From an optimization exercise on the open Yosys and OpenROAD flow, aimed at small area and a short achievable clock period; shortcuts taken in it are not production practice. The RTL of this run was laid out without a check of its function. No activity file was given, so power comes from the tool's default toggle rates.

<file path="flow/config.mk">
export PLATFORM = sky130hd
export DESIGN_NAME = soccer_overlay
export DESIGN_NICKNAME = soccer_overlay
export VERILOG_FILES = /design/flow/design.v
export SDC_FILE = /design/flow/constraint.sdc
export NUM_CORES = 4
export LEC_CHECK = 0
export CAP_MARGIN = 20
export CORE_MARGIN = 2
export CORE_UTILIZATION = 40
export SLEW_MARGIN = 20
</file>
<file path="flow/constraint.sdc">
create_clock -name core_clock -period 13.0 [get_ports {clk_i}]
set_input_delay 2.6000 -clock core_clock [delete_from_list [all_inputs] [get_ports {clk_i}]]
set_output_delay 2.6000 -clock core_clock [all_outputs]
set_load 0.01 [all_outputs]
</file>
<file path="flow/design.v">
package soccer_pkg;
    typedef logic [23:0] rgb_t;
    typedef enum logic [1:0] {
        MATCH_KICKOFF = 2'd0,
        MATCH_PLAY    = 2'd1,
        MATCH_GOAL    = 2'd2
    } match_state_t;
    localparam int COORD_W = 12;
    localparam rgb_t SKY_BG     = 24'h070A12;
    localparam rgb_t GRASS_A    = 24'h0A5C1F;
    localparam rgb_t GRASS_B    = 24'h0D6A26;
    localparam rgb_t LINE_WHITE = 24'hF5F7FF;
    localparam rgb_t BALL_WHITE = 24'hF7F7F7;
    localparam rgb_t SCORE_BG   = 24'h0E1016;
    localparam rgb_t SCORE_FG   = 24'hECEFF4;
    localparam int PITCH_MARGIN = 16;
    localparam int BALL_R       = 4;
    localparam int GOAL_HALF    = 12;
    localparam int STRIPE_SHIFT = 3;
    localparam int DIGIT_SCALE  = 2;
    localparam int SB_LEFT      = 8;
    localparam int SB_GAP       = 3;
    localparam int SERVE_SPEED    = 2;
    localparam int KICKOFF_FRAMES = 4;
    localparam int GOAL_FRAMES    = 8;
endpackage
`timescale 1ns/1ps
module soccer_overlay #(
    parameter int H_ACTIVE = 1920,
    parameter int V_ACTIVE = 1080
) (
    input  logic             clk_i,
    input  logic             rst_i,
    input  logic             cen_i,
    input  logic             vid_sel_i,
    input  soccer_pkg::rgb_t vid_rgb_i,
    input  logic [1:0]       vh_blank_i,
    input  logic [2:0]       dvh_sync_i,
    output logic [2:0]       dvh_sync_o,
    output soccer_pkg::rgb_t vid_rgb_o
);
    logic        de_q;
    logic [10:0] px_q;
    logic [10:0] py_q;
    logic        de_i;
    logic        tick;
    assign de_i = dvh_sync_i[2];
    assign tick = de_i & ~de_q & (py_q == 11'd0);
    always_ff @(posedge clk_i) begin
        if (rst_i) begin
            de_q <= 1'b0;
            px_q <= '0;
            py_q <= '0;
        end else if (cen_i) begin
            de_q <= de_i;
            if (!de_i) begin
                px_q <= '0;
            end else if (px_q != 11'd1919) begin
                px_q <= px_q + 1'b1;
            end
            if (!de_i && de_q) begin
                py_q <= (py_q == 11'd1079) ? 11'd0 : py_q + 1'b1;
            end
        end
    end
    logic [3:0] ph_q;
    logic       odd_q;
    logic [3:0] half_q;
    logic [9:0] bh_q;
    logic [9:0] bh_next;
    logic       goal;
    logic [3:0] score_a;
    assign bh_next = odd_q ? bh_q - 1'b1 : bh_q + 1'b1;
    assign goal    = odd_q ? (bh_q == 10'd11) : (bh_q == 10'd949);
    assign score_a = (odd_q && half_q != 4'd9) ? half_q + 1'b1 : half_q;
    always_ff @(posedge clk_i) begin
        if (rst_i) begin
            ph_q   <= '0;
            odd_q  <= 1'b0;
            half_q <= '0;
            bh_q   <= 10'd480;
        end else if (cen_i && tick) begin
            if (ph_q == 4'd4) begin
                bh_q <= bh_next;
                if (goal) begin
                    ph_q  <= 4'd8;
                    odd_q <= ~odd_q;
                    if (odd_q && half_q != 4'd9) begin
                        half_q <= half_q + 1'b1;
                    end
                end
            end else begin
                ph_q <= ph_q + 1'b1;
                if (ph_q == 4'd3) begin
                    bh_q <= bh_next;
                end
                if (ph_q == 4'd15) begin
                    bh_q <= 10'd480;
                end
            end
        end
    end
    function automatic logic [14:0] glyph(input logic [3:0] d);
        case (d)
            4'd0:    glyph = 15'b111_101_101_101_111;
            4'd1:    glyph = 15'b010_110_010_010_111;
            4'd2:    glyph = 15'b111_001_111_100_111;
            4'd3:    glyph = 15'b111_001_111_001_111;
            4'd4:    glyph = 15'b101_101_111_001_001;
            4'd5:    glyph = 15'b111_100_111_001_111;
            4'd6:    glyph = 15'b111_100_111_101_111;
            4'd7:    glyph = 15'b111_001_001_001_001;
            4'd8:    glyph = 15'b111_101_111_101_111;
            4'd9:    glyph = 15'b111_101_111_001_111;
            default: glyph = 15'b000_000_000_000_000;
        endcase
    endfunction
    logic [10:0] x;
    logic [10:0] y;
    logic        in_pitch;
    logic        on_line;
    logic        in_board;
    logic        ball_row;
    logic [2:0]  ball_r;
    logic [11:0] dx;
    logic [11:0] adx;
    logic        on_ball;
    logic [2:0]  grow;
    logic        dig_a_x;
    logic        dig_b_x;
    logic [1:0]  gcol;
    logic [14:0] gbits;
    logic        lit;
    soccer_pkg::rgb_t scene;
    always_comb begin
        x = px_q;
        y = py_q;
        in_pitch = (x >= 11'd16) && (x <= 11'd1903) && (y >= 11'd16) && (y <= 11'd1063);
        on_line  = (x <= 11'd17) || (x >= 11'd1902) || (y <= 11'd17) || (y >= 11'd1062) ||
                   (x == 11'd959) || (x == 11'd960);
        in_board = (x >= 11'd8) && (x <= 11'd33) && (y >= 11'd1067) && (y <= 11'd1078);
        ball_row = (y >= 11'd536) && (y <= 11'd544);
        case (y[3:0])
            4'd12:   ball_r = 3'd4;    
            4'd11,
            4'd13,
            4'd10,
            4'd14:   ball_r = 3'd3;
            4'd9,
            4'd15:   ball_r = 3'd2;
            default: ball_r = 3'd0;    
        endcase
        dx  = {1'b0, x} - {1'b0, bh_q, 1'b0};
        adx = dx[11] ? -dx : dx;
        on_ball = ball_row && (adx <= {9'd0, ball_r});
        grow    = 3'((y - 11'd1068) >> 1);
        dig_a_x = (x >= 11'd12) && (x <= 11'd17);
        dig_b_x = (x >= 11'd24) && (x <= 11'd29);
        gcol    = dig_a_x ? 2'((x - 11'd12) >> 1) : 2'((x - 11'd24) >> 1);
        gbits   = glyph(dig_a_x ? score_a : half_q);
        lit     = (dig_a_x || dig_b_x) && (y >= 11'd1068) && (y <= 11'd1077) &&
                  gbits[(3'd4 - grow) * 3 + (2'd2 - gcol)];
        scene = soccer_pkg::SKY_BG;
        if (in_pitch) begin
            scene = x[3] ? soccer_pkg::GRASS_B : soccer_pkg::GRASS_A;
            if (on_line) begin
                scene = soccer_pkg::LINE_WHITE;
            end
        end
        if (on_ball) begin
            scene = soccer_pkg::BALL_WHITE;
        end
        if (in_board) begin
            scene = lit ? soccer_pkg::SCORE_FG : soccer_pkg::SCORE_BG;
        end
    end
    always_ff @(posedge clk_i) begin
        if (rst_i) begin
            vid_rgb_o  <= soccer_pkg::SKY_BG;
            dvh_sync_o <= 3'b000;
        end else if (cen_i) begin
            vid_rgb_o  <= (vid_sel_i && de_i) ? scene : vid_rgb_i;
            dvh_sync_o <= dvh_sync_i;
        end
    end
endmodule
</file>
<file path="flow/run.sh">
#!/bin/bash
# synth_recipe.tcl (not shown) runs the flow's synth.tcl, then flattens the netlist and writes it again
# the make line also repeats each setting of config.mk as NAME=value (left out here)
make -C /OpenROAD-flow-scripts/flow DESIGN_CONFIG=/design/flow/config.mk WORK_HOME=/design/flow/orfs CLKGATE_MAP_FILE= SYNTH_SCRIPT=/design/flow/synth_recipe.tcl finish
</file>
==> metrics.cfg <==
[yosys]
postSynth.asyncResetShare_pct = 0
synth-adder-area-share_pct = 14.3
syn_area_um2 = 5920
synth_edf_count = 0
syn_area_per_cell_um2 = 7.74
synthMuxAreaShare_pct = 1.54
synth_top_area_cell = dfxtp_1
synth-compound-area-share_pct = 24.5
ys.warnings.count = 1
synth_area_leaders = dfxtp_1 (23%), ha_1 (13%), nor2_1 (6.0%)
synth_seq_cells = 68
synthXorXnorAreaFrac_pct = 6.07
synth_cell_type_count = 74
yosys.area_share.simple_pct = 25.1
synth.yosys.seq_area_share_pct = 23.0
ys.flop_type = dfxtp_1
synth_top_family_by_area = simple AND/OR/NAND/NOR gates
syn_nets = 862
netlist.area_leader.share_pct = 23.0
synth_cells = 764

[clock_network]
cts_buffer_depth = 2
hold_buffers = 0
root_buffer = clkbuf_16
cts_max_level = 3
cts.sinks = 68
cts_resized = 0
post-cts-setup-buffers = 0
cts_tree = yes
clk-insertion-delay-late_ns = 0.35
clk_pin_slew_worst_paths_ns = 0.06
cts_buffers = 9

[worst_hold_path]
whs_path_depth = 1
worstHoldPathType = reg -> reg
holdPathEnd = vid_rgb_o[16]
worstHoldStart = vid_rgb_o[16]

[setup_path]
reg2regPathDepth = 19
path_depth = 19
cp_data_required_time_ns = 13.19
rr_startpoint = px_q[6]
cp_cell_sequence = or4_4 -> nor3_1 -> nand2_1 -> xnor2_1 -> ha_1 -> inv_1 -> fa_1 -> inv_1 -> ha_1 -> nor2b_1 -> o21a_1 -> o211ai_1 -> a2111oi_4 -> a221oi_1 -> a311oi_1 -> o221a_2 -> a21oi_4 -> o211a_4 -> nor3_2
critPathTopFamily = compound AO/OA/AOI/OAI gates
worst_setup_path_start_kind = flip-flop
cpPeakStageDelay_ns = 0.61
ff2ff_setup_slack_ns = 7.32
crit_slowest_cell = or4_4
end_kind = flip-flop
crit_type = reg -> reg
crit_buf_inv = 2
timing.rr.end = vid_rgb_o[8]
worst-path-max-fanout = 13
crit_arrival_ns = 5.87

[global_routing]
grt_max_degree = 49
grt_util_all_layers_pct = 20.2
grt_overflow = 0
grt_pass1_wl_um = 26600
grt_pass1_vias = 5567
antenna_found_initial = 0

[timing]
hold_viol_final = 0
worst_slew_pin_slew_ns = 0.991
max_freq_mhz = 176
slew_viol_final = 0
fin_tns_setup_ns = 0
post-route-period-util_pct = 43.7
setup_violations = 0
skew_ns = 0.00698
rsz0062_at_grt = false
relSlewSlack_pct = 33.9
finalCriticalPeriod_ns = 5.68
hold_slack_ns = 0.470

[place]
port_buffers = 57
hpwl_um = 12000
gp_congestion = 0.882

[route]
drt-pass1-iter-count = 5
drt-total-wl_um = 15800
ant_nets = 0
viasPerCell = 5.73
vias = 5678
drc = 0
wire_per_inst_um = 16.0
drt_iter0_markers = 449

[pwr]
leakagePower_nw = 2.75
powerDensity_nw_per_um2 = 77.0
power_w = 0.000530
ir_drop_v = 0.0000790

[layout]
final_cell_mix = nor2_1 (95), dfxtp_1 (68), a21oi_1 (64)
synthToLayoutAreaGrowth_pct = 16.5
layout_commonest_cell = nor2_1
drive_above_1_share_pct = 5.08
n_antenna_cell = 0
final_nets = 900
finalCoreUtilization_pct = 47.6

[die]
ioPinCount = 60
fp.coreArea_um2 = 14500
die_h_um = 126
die_x_um = 126
core.rowCount = 44
die_area_um2 = 15800
initial_core_util_pct = 40.9

[flow_run]
maxCapViolations = 0

[run_status]
status = complete, no violations

==> cells by family (layout without fill, tap and decap cells) <==
logic type | after synthesis | count (layout)
adders and majority gates | 65 | 65
and+or+nand+nor | 291 | 291
buffers and inverters | 82 | 125
xor gates and xnor gates | 41 | 41
muxes | 9 | 9
AOI/OAI and AO/OA | 208 | 208
DFF | 68 | 68
==> cells in the mapped netlist, drive strengths merged (14+ instances only) <==
library cell / instances
a21oi: 65
clkbuf: 26
dfxtp: 68
ha: 61
inv: 50
nand2: 62
nand3: 23
nor2: 96
nor3: 19
o211ai: 14
o21ai: 26
xnor2: 22
xor2: 19
==> worst max-delay path by stage <==
stage | from | to
6_report | px_q[6] | vid_rgb_o[8]
4_1_cts | px_q[6] | vid_rgb_o[8]
2_1_floorplan | px_q[1] | vid_rgb_o[15]
3_3_place_gp | cen_i | half_q[1]
3_5_place_dp | cen_i | half_q[1]
5_1_grt | px_q[6] | vid_rgb_o[23]
==> routing by layer <==
metal	global-route usage (%)	part of all wire [%]	wire, µm	vias up
met5	0	0	0	-
met4	6.14	1.7	263	0
met3	5.18	5.4	857	24
met2	34.2	47	7410	136
met1	25.4	46	7280	2675
li1	-	-	-	2843
==> power breakdown <==
| group | internal (W) | total (W) | switching, W | leakage (nW) |
|---|---|---|---|---|
| combinational | 0.0000296 | 0.0000590 | 0.0000294 | 2.06 |
| clock | 0.000150 | 0.000252 | 0.000102 | 0.143 |
| sequential | 0.000215 | 0.000219 | 0.00000449 | 0.554 |
==> through the flow <==
step	worst slack [ns]	instance area [µm²]	std cells
3_5_place_dp	7.08	6590	975
4_1_cts	7.31	6890	991
6_report	7.32	6890	991
2_1_floorplan	8.17	5920	764
3_3_place_gp	7.07	6590	975
5_1_grt	6.76	6890	991
==> flip-flops by register name, summed over array words and instances, names as in the netlist <==
signal / flops
odd_q: 1
dvh_sync_o: 2
half_q: 4
py_q: 11
de_q: 1
px_q: 11
bh_q: 10
ph_q: 4
vid_rgb_o: 24
==> layout make-up <==
cell class	instances	area, µm²
tap	184	230
sequential	68	1360
timing repair buffer	59	581
fill	1450	7590
inverter	50	188
clock buffer	10	229
multi-input combinational	614	4230
clock inverter	6	72.6

==> separate check: timing with driven ports <==
No port has a modelled driver above. Below, the same layout with a new extraction and two added sets of constraints.
Step 1 sets driving cells, clkbuf_16 on the clock port and buf_2 on the other inputs (assumed; they add their load-dependent delay and slew).
Step 2, shift: input delay + t, output delay - t, t = (earliest + latest rising clock arrival at the registers) / 2. This alone moves slack from input paths to output paths.
Three values: no drivers, after step 1, after step 2; two values: the first two.
t, ns: 0.382
setup slack, ns: 7.322 / 7.322 / 7.059
clock arrival spread, ns: 0.006 / 0.007
After both steps setup and hold are still met in this run. For this run, drivers alone change the setup slack by 0.000 ns; drivers and shift together by -0.263 ns.
